Background: an optimization exercise with open tools, aiming at small area, a short achievable clock period and few clock cycles per item. Do not read the settings as production practice.
RTL that was checked went through simulation tests only; none was proved equivalent to the original.

==> run a: inputs <==
==> flow/design.v <==
`default_nettype none
package edv_pkg;
   localparam int unsigned DataWidth = 32;
   localparam int unsigned QuoWidth  = DataWidth + 1;
   typedef struct packed {
      logic signed [DataWidth-1:0] dividend;
      logic signed [DataWidth-1:0] divisor;
   } req_type;
   typedef struct packed {
      logic signed [QuoWidth-1:0] quotient;
      logic                       divide_by_zero;
   } rsp_type;
endpackage
`default_nettype wire
`default_nettype none
module edv_add #(
   parameter int N = 31
) (
   input  wire logic [N-1:0] a,
   input  wire logic [N-1:0] b,
   input  wire logic         ci,
   output logic      [N-1:0] s,
   output logic              co
);
   localparam int L = $clog2(N + 1);
   logic [(L+1)*(N+1)-1:0] g;
   logic [(L+1)*(N+1)-1:0] p;
   assign g[0] = ci;
   assign p[0] = 1'b0;
   for (genvar m = 1; m <= N; m++) begin : g_in
      assign g[m] = a[m-1] & b[m-1];
      assign p[m] = a[m-1] ^ b[m-1];
   end
   for (genvar l = 0; l < L; l++) begin : g_lvl
      for (genvar m = 0; m <= N; m++) begin : g_pos
         if (((m >> l) & 1) == 1) begin : g_op
            localparam int J = ((m >> l) << l) - 1;
            assign g[(l+1)*(N+1)+m] = g[l*(N+1)+m] | (p[l*(N+1)+m] & g[l*(N+1)+J]);
            assign p[(l+1)*(N+1)+m] = p[l*(N+1)+m] & p[l*(N+1)+J];
         end else begin : g_cp
            assign g[(l+1)*(N+1)+m] = g[l*(N+1)+m];
            assign p[(l+1)*(N+1)+m] = p[l*(N+1)+m];
         end
      end
   end
   for (genvar m = 0; m < N; m++) begin : g_sum
      assign s[m] = p[m+1] ^ g[L*(N+1)+m];
   end
   assign co = g[L*(N+1)+N];
endmodule
`default_nettype wire
`default_nettype none
module edv_lzc (
   input  wire logic [31:0] x,
   output logic             v,
   output logic [4:0]       c
);
   logic [15:0] v0;  logic [15:0]   c0;
   logic [7:0]  v1;  logic [7:0][1:0] c1;
   logic [3:0]  v2;  logic [3:0][2:0] c2;
   logic [1:0]  v3;  logic [1:0][3:0] c3;
   for (genvar i = 0; i < 16; i++) begin : g_l0
      assign v0[i] = x[2*i+1] | x[2*i];
      assign c0[i] = !x[2*i+1];
   end
   for (genvar i = 0; i < 8; i++) begin : g_l1
      assign v1[i] = v0[2*i+1] | v0[2*i];
      assign c1[i] = v0[2*i+1] ? {1'b0, c0[2*i+1]} : {1'b1, c0[2*i]};
   end
   for (genvar i = 0; i < 4; i++) begin : g_l2
      assign v2[i] = v1[2*i+1] | v1[2*i];
      assign c2[i] = v1[2*i+1] ? {1'b0, c1[2*i+1]} : {1'b1, c1[2*i]};
   end
   for (genvar i = 0; i < 2; i++) begin : g_l3
      assign v3[i] = v2[2*i+1] | v2[2*i];
      assign c3[i] = v2[2*i+1] ? {1'b0, c2[2*i+1]} : {1'b1, c2[2*i]};
   end
   assign v = v3[1] | v3[0];
   assign c = v3[1] ? {1'b0, c3[1]} : {1'b1, c3[0]};
endmodule
`default_nettype wire
`default_nettype none
module euclidean_integer_divider_top #(
   parameter int KS = 3       
) (
   input  wire logic              clock,
   input  wire logic              reset,
   input  wire logic              req_valid,
   output logic                   req_ready,
   input  edv_pkg::req_type       req_data,
   output logic                   rsp_valid,
   input  wire logic              rsp_ready,
   output edv_pkg::rsp_type       rsp_data
);
   localparam int P  = KS - 1;       
   localparam int WN = 35 + P;       
   localparam int YN = WN + 1;       
   localparam int CW = 5;            
   logic [WN-1:0] ws_q, wc_q;    
   logic          qp0_q, qn0_q;  
   logic [32:0]   q_q;           
   logic [32:0]   qm_q;          
   logic [32:0]   qp_q;          
   logic [31:0]   d_q;           
   logic          bneg_q;        
   logic          bz_q;          
   logic          dbz_q;
   logic [CW-1:0] cnt_q;         
   logic          fst_q;         
   logic          act_q;         
   logic          pc_q;          
   logic          vld_q;
   wire [31:0] a = req_data.dividend;
   wire [31:0] b = req_data.divisor;
   wire [30:0] bx = b[30:0] ^ {31{b[31]}};
   logic       unused_v;
   logic [4:0] z;
   edv_lzc u_lz (.x({bx, 1'b1}), .v(unused_v), .c(z));
   wire [31:0] bn = b << z;
   logic [CW-1:0] cyc;
   always_comb begin
      cyc = '0;
      for (int i = 0; i < 32; i++) begin
         if (z == 5'(i)) cyc = CW'((i + 2 + KS - 1) / KS);
      end
   end
   logic [31:0] lead;
   for (genvar i = 0; i < 31; i++) begin : g_lead
      if (i == 0) begin : g_top
         assign lead[i] = bx[30];
      end else begin : g_rest
         assign lead[i] = bx[30-i] && !(|bx[30:31-i]);
      end
   end
   assign lead[31] = !(|bx);
   logic [P:0] epad;    
   always_comb begin
      epad = '0;
      for (int i = 0; i < 32; i++) begin
         epad[((i + 2 + KS - 1) / KS) * KS - (i + 2)] |= lead[i];
      end
   end
   logic [WN-1:0] w0;
   always_comb begin
      w0 = '0;
      for (int e = 0; e <= P; e++) begin
         w0 = w0 | ({WN{epad[e]}} & (WN'($signed(a)) << (P - e)));
      end
   end
   wire [YN-1:0] dx   = {{(YN-34-P){d_q[31]}}, d_q, {(P+2){1'b0}}};
   wire          dneg = d_q[31];
   function automatic logic [1:0] dsel(input logic [3:0] est, input logic neg);
      logic ge0, m1;
      ge0 = !est[3];
      m1  = (est == 4'b1111);
      dsel = neg ? {!ge0 && !m1, ge0} : {ge0, !ge0 && !m1};    
   endfunction
   logic [WN-1:0] ws [KS+1];
   logic [WN-1:0] wc [KS+1];
   logic [KS:0]   qp, qn;
   logic [KS-1:0] dp, dn;
   assign ws[0] = ws_q;
   assign wc[0] = wc_q;
   assign qp[0] = qp0_q;
   assign qn[0] = qn0_q;
   for (genvar j = 0; j < KS; j++) begin : g_step
      localparam int FW = (j == KS - 1) ? 0 : 6 + 2 * (KS - 2 - j);
      wire [YN-1:0] ys = {ws[j], 1'b0};
      wire [YN-1:0] yc = {wc[j], 1'b0};
      wire up = qp[j];
      wire dw = qn[j];
      assign dp[KS-1-j] = up;
      assign dn[KS-1-j] = dw;
      wire [YN-1:0] op = ({YN{up}} & ~dx) | ({YN{dw}} & dx);
      wire [YN-1:0] sm = ys ^ yc ^ op;
      wire [YN-1:0] cy = (ys & yc) | (ys & op) | (yc & op);
      wire [WN-1:0] wsf = sm[WN-1:0];
      wire [WN-1:0] wcf = {cy[WN-2:0], up};
      wire [YN-1:0] smp = ys ^ yc ^ ~dx;
      wire [YN-1:0] cyp = (ys & yc) | (ys & ~dx) | (yc & ~dx);
      wire [YN-1:0] smz = ys ^ yc;
      wire [YN-1:0] cyz = ys & yc;
      wire [YN-1:0] smn = ys ^ yc ^ dx;
      wire [YN-1:0] cyn = (ys & yc) | (ys & dx) | (yc & dx);
      wire [WN-1:0] wsp = smp[WN-1:0];
      wire [WN-1:0] wcp = {cyp[WN-2:0], 1'b1};
      wire [WN-1:0] wsz = smz[WN-1:0];
      wire [WN-1:0] wcz = {cyz[WN-2:0], 1'b0};
      wire [WN-1:0] wsn = smn[WN-1:0];
      wire [WN-1:0] wcn = {cyn[WN-2:0], 1'b0};
      wire [1:0] gp = dsel(wsp[WN-1:WN-4] + wcp[WN-1:WN-4], dneg);
      wire [1:0] gz = dsel(wsz[WN-1:WN-4] + wcz[WN-1:WN-4], dneg);
      wire [1:0] gn = dsel(wsn[WN-1:WN-4] + wcn[WN-1:WN-4], dneg);
      wire [1:0] g  = up ? gp : dw ? gn : gz;
      assign qp[j+1] = g[1];
      assign qn[j+1] = g[0];
      if (FW > 0) begin : g_win
         wire [WN-1:0] wsw = up ? wsp : dw ? wsn : wsz;
         wire [WN-1:0] wcw = up ? wcp : dw ? wcn : wcz;
         assign ws[j+1] = {wsw[WN-1:WN-FW], wsf[WN-FW-1:0]};
         assign wc[j+1] = {wcw[WN-1:WN-FW], wcf[WN-FW-1:0]};
      end else begin : g_nowin
         assign ws[j+1] = wsf;
         assign wc[j+1] = wcf;
      end
   end
   wire signed [KS+1:0] v = $signed({2'b00, dp}) - $signed({2'b00, dn});
   wire [32:0] s_q  = fst_q ? 33'd0 : q_q;
   wire [32:0] s_qm = fst_q ? {33{1'b1}} : qm_q;
   wire [32:0] s_qp = fst_q ? 33'd1 : qp_q;
   function automatic logic [32:0] otf(input logic signed [KS+1:0] u,
                                       input logic [32:0] sm1, input logic [32:0] s0,
                                       input logic [32:0] sp1);
      logic signed [KS+1:0] h;
      h = u >>> KS;
      if (h < 0)       otf = {sm1[32-KS:0], u[KS-1:0]};
      else if (h == 0) otf = {s0[32-KS:0], u[KS-1:0]};
      else             otf = {sp1[32-KS:0], u[KS-1:0]};
   endfunction
   wire [32:0] q_n  = otf(v,          s_qm, s_q, s_qp);
   wire signed [KS+1:0] one = (KS+2)'(1);
   wire [32:0] qm_n = otf(v - one, s_qm, s_q, s_qp);
   wire [32:0] qp_n = otf(v + one, s_qm, s_q, s_qp);
   logic [WN-2:0] unused_s;
   logic          wcarry;
   edv_add #(.N(WN-1)) u_sgn (.a(ws_q[WN-2:0]), .b(wc_q[WN-2:0]), .ci(1'b0), .s(unused_s), .co(wcarry));
   wire        wneg = ws_q[WN-1] ^ wc_q[WN-1] ^ wcarry;
   wire        k0   = !bz_q && !wneg;
   wire        kp   = !bz_q && wneg && bneg_q;
   wire        km   = !bz_q && wneg && !bneg_q;
   wire [32:0] qf   = ({33{k0}} & q_q) | ({33{kp}} & qp_q) | ({33{km}} & qm_q);
   wire wait1 = fst_q && vld_q && !rsp_ready;
   wire step  = act_q && !pc_q && !wait1;
   wire load  = req_valid && (!act_q || pc_q || wait1);
   always_ff @(posedge clock) begin
      d_q    <= bn;
      bneg_q <= b[31];
      bz_q   <= (b == 32'd0);
   end
   always_ff @(posedge clock) begin
      if (load) begin
         ws_q  <= w0;
         wc_q  <= '0;
         {qp0_q, qn0_q} <= dsel(w0[WN-1:WN-4], bn[31]);
         cnt_q <= cyc;
         fst_q <= 1'b1;
      end else begin
         ws_q  <= ws[KS];
         wc_q  <= wc[KS];
         {qp0_q, qn0_q} <= {qp[KS], qn[KS]};
         cnt_q <= cnt_q - 1'b1;
         fst_q <= 1'b0;
      end
   end
   always_ff @(posedge clock) begin
      qm_q <= qm_n;
      qp_q <= qp_n;
   end
   always_ff @(posedge clock) begin
      if (step) begin
         q_q <= q_n;
      end else if (pc_q) begin
         q_q   <= qf;
         dbz_q <= bz_q;
      end
   end
   always_ff @(posedge clock) begin
      if (reset) begin
         act_q <= 1'b0;
         pc_q  <= 1'b0;
         vld_q <= 1'b0;
      end else begin
         act_q <= load || (act_q && !pc_q);
         pc_q  <= step && (cnt_q == CW'(1));
         vld_q <= pc_q || (vld_q && !rsp_ready);
      end
   end
   assign req_ready = step && (cnt_q == CW'(1));
   assign rsp_valid = vld_q;
   assign rsp_data  = {q_q, dbz_q};
endmodule
`default_nettype wire
==> flow/flow/run.sh <==
#!/bin/bash
# The standard layout (standard.sh) with two synthesis changes:
# - no extraction of full/half adders into sky130 fa/ha cells before ABC
#   (ADDER_MAP_FILE empty), so the carry-save and prefix logic maps as gates;
# - ABC maps with flow/abc_speed.script (structural choices, then delay-
#   oriented mapping) instead of ORFS's. It runs from a copy of ORFS's scripts
#   folder that differs only in that file.
# Registers, names and all later steps are the standard flow's. The whole make
# output goes to flow.log here; ORFS's per-step logs stay under orfs/logs.
set -euo pipefail
rm -rf scripts
cp -r "$FLOW_HOME/scripts" scripts
cp flow/abc_speed.script scripts/abc_speed.script
bash standard.sh SCRIPTS_DIR="$PWD/scripts" ADDER_MAP_FILE= finish > flow.log 2>&1
==> flow/flow/abc_speed.script <==
strash
dch -f
map {D}
topo
buffer -c
upsize -c {D}
dnsize -c {D}
==> flow/standard.sh <==
#!/bin/bash
# synth_recipe.tcl (not shown) runs the flow's synth.tcl, then flattens the netlist and writes it again
# the make line also repeats each setting of config.mk as NAME=value (left out here)
make -C /OpenROAD-flow-scripts/flow DESIGN_CONFIG=/design/flow/config.mk WORK_HOME=/design/flow/orfs CLKGATE_MAP_FILE= SYNTH_SCRIPT=/design/flow/synth_recipe.tcl "${@:-finish}"
==> flow/config.mk <==
export PLATFORM = sky130hd
export DESIGN_NAME = euclidean_integer_divider_top
export DESIGN_NICKNAME = euclidean_integer_divider_top
export VERILOG_FILES = /design/flow/design.v
export SDC_FILE = /design/flow/constraint.sdc
export NUM_CORES = 4
export LEC_CHECK = 0
export CAP_MARGIN = 20
export CORE_MARGIN = 2
export CORE_UTILIZATION = 40
export PLACE_DENSITY = 0.6
export SLEW_MARGIN = 20
==> flow/constraint.sdc <==
create_clock -name core_clock -period 5.0 [get_ports {clock}]
set_input_delay 1.0000 -clock core_clock [delete_from_list [all_inputs] [get_ports {clock}]]
set_output_delay 1.0000 -clock core_clock [all_outputs]
set_load 0.01 [all_outputs]
==> inputs of run b, as changes to run a <==
==> flow/design.v, changed modules only <==
module edv_add #(
   parameter int N = 31
) (
   input  wire logic [N-1:0] a,
   input  wire logic [N-1:0] b,
   input  wire logic         ci,
   output logic      [N-1:0] s,
   output logic              co
);
   function automatic integer clog2(input integer x);
      clog2 = 0;
      for (integer i = 0; i < 31; i = i + 1) begin
         if ((1 << i) < x) clog2 = i + 1;
      end
   endfunction
   localparam int L = clog2(N + 1);
   logic [(L+1)*(N+1)-1:0] g;
   logic [(L+1)*(N+1)-1:0] p;
   assign g[0] = ci;
   assign p[0] = 1'b0;
   for (genvar m = 1; m <= N; m++) begin : g_in
      assign g[m] = a[m-1] & b[m-1];
      assign p[m] = a[m-1] ^ b[m-1];
   end
   for (genvar l = 0; l < L; l++) begin : g_lvl
      for (genvar m = 0; m <= N; m++) begin : g_pos
         if (((m >> l) & 1) == 1) begin : g_op
            localparam int J = ((m >> l) << l) - 1;
            assign g[(l+1)*(N+1)+m] = g[l*(N+1)+m] | (p[l*(N+1)+m] & g[l*(N+1)+J]);
            assign p[(l+1)*(N+1)+m] = p[l*(N+1)+m] & p[l*(N+1)+J];
         end else begin : g_cp
            assign g[(l+1)*(N+1)+m] = g[l*(N+1)+m];
            assign p[(l+1)*(N+1)+m] = p[l*(N+1)+m];
         end
      end
   end
   for (genvar m = 0; m < N; m++) begin : g_sum
      assign s[m] = p[m+1] ^ g[L*(N+1)+m];
   end
   assign co = g[L*(N+1)+N];
endmodule
module euclidean_integer_divider_top #(
   parameter int KS = 2       
) (
   input  wire logic              clock,
   input  wire logic              reset,
   input  wire logic              req_valid,
   output logic                   req_ready,
   input  edv_pkg::req_type       req_data,
   output logic                   rsp_valid,
   input  wire logic              rsp_ready,
   output edv_pkg::rsp_type       rsp_data
);
   localparam int P  = KS - 1;       
   localparam int WN = 35 + P;       
   localparam int YN = WN + 1;       
   localparam int CW = 5;            
   logic [WN-1:0] ws_q, wc_q;    
   logic          qp0_q, qn0_q;  
   logic [32:0]   q_q;           
   logic [32:0]   qm_q;          
   logic [31:0]   d_q;           
   logic          bneg_q;        
   logic          bz_q;          
   logic          dbz_q;
   logic [CW-1:0] cnt_q;         
   logic          fst_q;         
   logic          act_q;         
   logic          pc_q;          
   logic          vld_q;
   wire [31:0] a = req_data.dividend;
   wire [31:0] b = req_data.divisor;
   wire [30:0] bx = b[30:0] ^ {31{b[31]}};
   logic       unused_v;
   logic [4:0] z;
   edv_lzc u_lz (.x({bx, 1'b1}), .v(unused_v), .c(z));
   logic [CW-1:0] cyc;
   logic [P:0]    epad;    
   always_comb begin
      cyc  = '0;
      epad = '0;
      for (int i = 0; i < 32; i++) begin
         if (z == 5'(i)) begin
            cyc  = CW'((i + 2 + KS - 1) / KS);
            epad = (P+1)'(1) << (((i + 2 + KS - 1) / KS) * KS - (i + 2));
         end
      end
   end
   logic [4:0]    zf_q;
   logic [P:0]    epf_q;
   logic [CW-1:0] cyf_q;
   logic          pv_q;     
   always_ff @(posedge clock) begin
      zf_q  <= z;
      epf_q <= epad;
      cyf_q <= cyc;
   end
   wire [31:0] bn = b << zf_q;
   logic [WN-1:0] w0, c0;
   always_comb begin
      w0 = '0;
      c0 = '0;
      for (int e = 0; e <= P; e++) begin
         w0 = w0 | ({WN{epf_q[e]}} & ({{(WN-32){a[31]}}, a} << (P - e)));
         c0 = c0 | ({WN{epf_q[e] & b[31]}} & ({{(WN-32){b[31]}}, b} << (P - e)));
      end
   end
   wire [YN-1:0] dx   = {{(YN-34-P){d_q[31]}}, d_q, {(P+2){1'b0}}};
   wire          dneg = d_q[31];
   function automatic logic [1:0] dsel(input logic [3:0] est, input logic neg);
      logic ge0, m1;
      ge0 = !est[3];
      m1  = (est == 4'b1111);
      dsel = neg ? {!ge0 && !m1, ge0} : {ge0, !ge0 && !m1};    
   endfunction
   logic [WN-1:0] ws [KS+1];
   logic [WN-1:0] wc [KS+1];
   logic [KS:0]   qp, qn;
   logic [KS-1:0] dp, dn;
   assign ws[0] = ws_q;
   assign wc[0] = wc_q;
   assign qp[0] = qp0_q;
   assign qn[0] = qn0_q;
   for (genvar j = 0; j < KS; j++) begin : g_step
      localparam int FW = (j == KS - 1) ? 0 : 6 + 2 * (KS - 2 - j);
      wire [YN-1:0] ys = {ws[j], 1'b0};
      wire [YN-1:0] yc = {wc[j], 1'b0};
      wire up = qp[j];
      wire dw = qn[j];
      assign dp[KS-1-j] = up;
      assign dn[KS-1-j] = dw;
      wire [YN-1:0] op = ({YN{up}} & ~dx) | ({YN{dw}} & dx);
      wire [YN-1:0] sm = ys ^ yc ^ op;
      wire [YN-1:0] cy = (ys & yc) | (ys & op) | (yc & op);
      wire [WN-1:0] wsf = sm[WN-1:0];
      wire [WN-1:0] wcf = {cy[WN-2:0], up};
      wire [YN-1:0] smp = ys ^ yc ^ ~dx;
      wire [YN-1:0] cyp = (ys & yc) | (ys & ~dx) | (yc & ~dx);
      wire [YN-1:0] smz = ys ^ yc;
      wire [YN-1:0] cyz = ys & yc;
      wire [YN-1:0] smn = ys ^ yc ^ dx;
      wire [YN-1:0] cyn = (ys & yc) | (ys & dx) | (yc & dx);
      wire [WN-1:0] wsp = smp[WN-1:0];
      wire [WN-1:0] wcp = {cyp[WN-2:0], 1'b1};
      wire [WN-1:0] wsz = smz[WN-1:0];
      wire [WN-1:0] wcz = {cyz[WN-2:0], 1'b0};
      wire [WN-1:0] wsn = smn[WN-1:0];
      wire [WN-1:0] wcn = {cyn[WN-2:0], 1'b0};
      wire [1:0] gp = dsel(wsp[WN-1:WN-4] + wcp[WN-1:WN-4], dneg);
      wire [1:0] gz = dsel(wsz[WN-1:WN-4] + wcz[WN-1:WN-4], dneg);
      wire [1:0] gn = dsel(wsn[WN-1:WN-4] + wcn[WN-1:WN-4], dneg);
      wire [1:0] g  = up ? gp : dw ? gn : gz;
      assign qp[j+1] = g[1];
      assign qn[j+1] = g[0];
      if (FW > 0) begin : g_win
         wire [WN-1:0] wsw = up ? wsp : dw ? wsn : wsz;
         wire [WN-1:0] wcw = up ? wcp : dw ? wcn : wcz;
         assign ws[j+1] = {wsw[WN-1:WN-FW], wsf[WN-FW-1:0]};
         assign wc[j+1] = {wcw[WN-1:WN-FW], wcf[WN-FW-1:0]};
      end else begin : g_nowin
         assign ws[j+1] = wsf;
         assign wc[j+1] = wcf;
      end
   end
   wire signed [KS+1:0] dpv = {2'b00, dp};
   wire signed [KS+1:0] dnv = {2'b00, dn};
   wire signed [KS+1:0] v   = dpv - dnv;
   wire [32:0] s_q  = fst_q ? 33'd0 : q_q;
   wire [32:0] s_qm = fst_q ? {33{1'b1}} : qm_q;
   function automatic logic [32:0] otf(input logic signed [KS+1:0] u,
                                       input logic [32:0] sm1, input logic [32:0] s0);
      logic signed [KS+1:0] h;
      h = u >>> KS;
      if (h < 0) otf = {sm1[32-KS:0], u[KS-1:0]};
      else       otf = {s0[32-KS:0], u[KS-1:0]};
   endfunction
   wire signed [KS+1:0] one = (KS+2)'(1);
   wire [32:0] q_n  = otf(v,       s_qm, s_q);
   wire [32:0] qm_n = otf(v - one, s_qm, s_q);
   logic [WN-2:0] unused_s;
   logic          wcarry;
   edv_add #(.N(WN-1)) u_sgn (.a(ws_q[WN-2:0]), .b(wc_q[WN-2:0]), .ci(1'b0), .s(unused_s), .co(wcarry));
   wire        wneg = ws_q[WN-1] ^ wc_q[WN-1] ^ wcarry;
   wire        k0   = !bz_q && !(wneg ^ bneg_q);
   wire        km   = !bz_q && (wneg ^ bneg_q);
   wire [32:0] qf   = ({33{k0}} & q_q) | ({33{km}} & qm_q);
   wire wait1 = fst_q && vld_q && !rsp_ready;
   wire step  = act_q && !pc_q && !wait1;
   wire load  = req_valid && pv_q && (!act_q || pc_q || wait1);
   wire take  = step && fst_q;
   always_ff @(posedge clock) begin
      if (load) begin
         d_q    <= bn;
         bneg_q <= b[31];
         bz_q   <= (b == 32'd0);
      end
   end
   always_ff @(posedge clock) begin
      if (load) begin
         ws_q  <= w0;
         wc_q  <= c0;
         {qp0_q, qn0_q} <= dsel(w0[WN-1:WN-4] + c0[WN-1:WN-4], b[31]);
         cnt_q <= cyf_q;
         fst_q <= 1'b1;
      end else begin
         ws_q  <= ws[KS];
         wc_q  <= wc[KS];
         {qp0_q, qn0_q} <= {qp[KS], qn[KS]};
         cnt_q <= cnt_q - 1'b1;
         fst_q <= 1'b0;
      end
   end
   always_ff @(posedge clock) begin
      qm_q <= qm_n;
   end
   always_ff @(posedge clock) begin
      if (step) begin
         q_q <= q_n;
      end else if (pc_q) begin
         q_q   <= qf;
         dbz_q <= bz_q;
      end
   end
   always_ff @(posedge clock) begin
      if (reset) begin
         pv_q  <= 1'b0;
         act_q <= 1'b0;
         pc_q  <= 1'b0;
         vld_q <= 1'b0;
      end else begin
         pv_q  <= req_valid && !take;
         act_q <= load || (act_q && !pc_q);
         pc_q  <= step && (cnt_q == CW'(1));
         vld_q <= pc_q || (vld_q && !rsp_ready);
      end
   end
   assign req_ready = take;
   assign rsp_valid = vld_q;
   assign rsp_data  = {q_q, dbz_q};
endmodule
==> flow/flow/abc_speed.script (replaced) <==
strash
dch -f
map
topo
buffer -c
upsize -c
dnsize -c
- CORE_UTILIZATION: 40 -> 60
- PLACE_DENSITY: 0.6 -> 0.75
- SETUP_SLACK_MARGIN: default -> 1.5
==> results.txt <==
                                                                    run b           run a
Clock insertion delay at the later pin of the skew report         0.47 ns         0.57 ns
Initial core utilization                                            60.7%           40.6%
Per-cell via count in the routed design                              6.45            5.52
Non-filler instance count after layout                              2,789           3,641
Minimum clock period after layout                                 3.42 ns         4.51 ns
Cells after Synth                                                   2,428           2,974
Complex-gate fraction of the synthesized area                       26.2%           25.0%
Overall die width                                                  166 µm          216 µm
Critical path arrival                                             3.74 ns         4.92 ns
Largest stage delay, worst path                                   0.80 ns         0.66 ns
Result of the run                                          finished clean  finished clean
Total number of sequential cells                                      197             217
Simple-gate share of the synthesized area                           32.1%           33.2%
Number of enable flip-flop cells after synthesis                       68              34
Combined flip-flop and latch cell area                           4630 µm²        4690 µm²
Aggregate routed wire length                                      53.4 mm         62.3 mm
Clock-pin slew on the worst setup and hold paths                  0.09 ns         0.07 ns
Testbench counts of run b, summed over its fixed seeds: cycles 37,141, items 3,600.
The RTL of run a was laid out without a check of its function.

## static timing again, ports no longer ideal
How much do the figures lean on ideal ports? The routed layouts below were timed once more, with nothing changed but the port constraints. Step 1 sets driving cells, clkbuf_16 on the clock port and buf_2 on the other inputs (assumed; they add their load-dependent delay and slew). Step 2 adds t to the input delays and takes it off the output delays; t is the mean of the earliest and latest rising clock arrival at the registers after step 1. Input paths then give back, and output paths get back, about the clock's delay inside the block. a / b / c = ideal ports / drivers / drivers and shift; a / b = the first two.
run	t (ns)	slack for setup (ns)	worst register clock-pin slew, ns
run a	0.617	0.487 / 0.487 / -0.039	0.07 / 0.07
run b	0.507	1.576 / 1.576 / 1.171	0.10 / 0.10
With both steps, setup timing fails in run a, where it was met with ideal ports. For run a, which loses most, drivers alone change the setup slack by 0.000 ns; drivers and shift together by -0.526 ns.
